From an optimization exercise on the open Yosys and OpenROAD flow, aimed at small area, a short achievable clock period and few clock cycles per item; shortcuts taken in it are not production practice.
In this exercise RTL edits were held to simulation tests only and were not proved equivalent to the original.

// gradient_stop_colormap_unit
module gradient_stop_colormap_unit (
   input  logic         clock,
   input  logic         reset,
   input  logic         csr_we,
   input  logic [2:0]   csr_index,
   input  logic [31:0]  csr_wdata,
   input  logic         req_tvalid,
   output logic         req_tready,
   input  logic [7:0]   req_tdata,    
   output logic         rsp_tvalid,
   input  logic         rsp_tready,
   output logic [23:0]  rsp_tdata     
);
   localparam int QDEPTH = 7;
   localparam int CAP    = QDEPTH + 1;    
   localparam int CW     = $clog2(CAP + 1);
   logic        acc, pop;
   logic [CW-1:0] cnt_ff, cnt_in;
   logic        rdy_ff;
   logic        f_valid, f_interp, f_gta;
   logic [23:0] f_ca, f_cb;
   logic [7:0]  f_pa, f_pb, f_lvl;
   logic        b_valid;
   logic [23:0] b_rgb;
   logic [23:0] q_data;
   assign acc = req_tvalid && rdy_ff;
   assign pop = rsp_tvalid && rsp_tready;
   always_comb begin
      cnt_in = cnt_ff;
      if (acc && !pop) cnt_in = cnt_ff + CW'(1);
      else if (pop && !acc) cnt_in = cnt_ff - CW'(1);
   end
   always_ff @(posedge clock) begin
      if (reset) begin
         cnt_ff <= '0;
         rdy_ff <= 1'b1;
      end else begin
         cnt_ff <= cnt_in;
         rdy_ff <= (cnt_in < CW'(CAP));
      end
   end
   assign req_tready = rdy_ff;
   gscm_front u_front (
      .clock     (clock),
      .reset     (reset),
      .csr_we    (csr_we),
      .csr_index (csr_index),
      .csr_wdata (csr_wdata),
      .in_acc    (acc),
      .in_level  (req_tdata),
      .out_valid (f_valid),
      .out_ca    (f_ca),
      .out_cb    (f_cb),
      .out_pa    (f_pa),
      .out_pb    (f_pb),
      .out_lvl   (f_lvl),
      .out_interp (f_interp),
      .out_gta   (f_gta)
   );
   gscm_back u_back (
      .clock     (clock),
      .reset     (reset),
      .in_valid  (f_valid),
      .in_ca     (f_ca),
      .in_cb     (f_cb),
      .in_pa     (f_pa),
      .in_pb     (f_pb),
      .in_lvl    (f_lvl),
      .in_interp (f_interp),
      .in_gta    (f_gta),
      .out_valid (b_valid),
      .out_rgb   (b_rgb)
   );
   gscm_queue #(
      .DEPTH (QDEPTH)
   ) u_queue (
      .clock     (clock),
      .reset     (reset),
      .in_valid  (b_valid),
      .in_data   (b_rgb),
      .out_valid (rsp_tvalid),
      .out_ready (rsp_tready),
  ...
Settings: LEC_CHECK=0, CAP_MARGIN=20, CORE_MARGIN=2, CORE_UTILIZATION=55, CTS_CLUSTER_DIAMETER=80, CTS_CLUSTER_SIZE=28, SETUP_SLACK_MARGIN=4.5, SLEW_MARGIN=20; clock period 9.0 ns.
run.sh (not shown) runs the stock make flow with config.mk's settings and CLKGATE_MAP_FILE= SYNTH_SCRIPT=/design/flow/synth_recipe.tcl, a recipe that flattens the netlist after the stock synthesis.
The first run finished clean.
Testbench counts at the start, summed over its fixed seeds: cycles 18,373, items 16,000.
Edit:
CORE_UTILIZATION = 70   (was 55)
CTS_CLUSTER_DIAMETER = not set   (was 80)
CTS_CLUSTER_SIZE = not set   (was 28)
SETUP_SLACK_MARGIN = 3.5   (was 4.5)
=> First-iteration DRC count goes up by well over a third; worst setup slack is worse by 0.77 ns; via count went up by a few percent; worst hold slack gets worse by 0.024 ns; clock skew rises by 0.028 ns.
Edit:
CORE_UTILIZATION = 55   (was 70)
SETUP_SLACK_MARGIN = 4.5   (was 3.5)
Outcome: Global-route usage went down by 6.8 points; fmax goes up by 18%; hold slack gains 0.0072 ns; final cell count climbs by 6.6%; wire length went up by about 2.5%.
Edit:
CTS_CLUSTER_DIAMETER = 80   (was not set)
CTS_CLUSTER_SIZE = 28   (was not set)
SETUP_SLACK_MARGIN = 4.75   (was 4.5)
Effect:
- The changed run produced a clean layout
- non-clock buffer count grows by 63
- design area decreases by 1.4%
- sequential share of layout area rises by 0.67 points
- sequential cell count does not change
- global-route usage fell by 0.31 points
- worst hold slack gains 0.018 ns
- clock-buffer cell count drops by 58

what the ideal ports hide:
The flow's constraints put no driver on any port. The routed layouts listed below were extracted and timed again, unchanged, in two steps. Step 1 assumes that a clkbuf_16 drives the clock port and a buf_2 every other input. Step 2, shift: input delay + t, output delay - t, t = (earliest + latest rising clock arrival at the registers) / 2. This alone moves slack from input paths to output paths. a / b / c = ideal / step 1 / step 2; a / b = the first two.
run | t, ns | slack for setup (ns) | hold WS [ns] | worst setup path after step 2 | worst slew at a driven data input, ns
the first run | 0.694 | 4.629 / 4.665 / 3.971 | 0.318 / 0.318 / 0.318 | input to register | 0.06
the second run | 0.693 | 3.863 / 3.863 / 3.322 | 0.294 / 0.294 / 0.294 | input to register | 0.05
the third run | 0.711 | 4.638 / 4.664 / 3.965 | 0.301 / 0.301 / 0.301 | input to register | 0.05
the fourth run | 0.699 | 4.829 / 4.829 / 4.237 | 0.319 / 0.319 / 0.319 | input to register | 0.05
After both steps setup and hold are still met in every run listed. For the third run, which loses most, drivers alone change the setup slack by +0.026 ns; drivers and shift together by -0.673 ns.
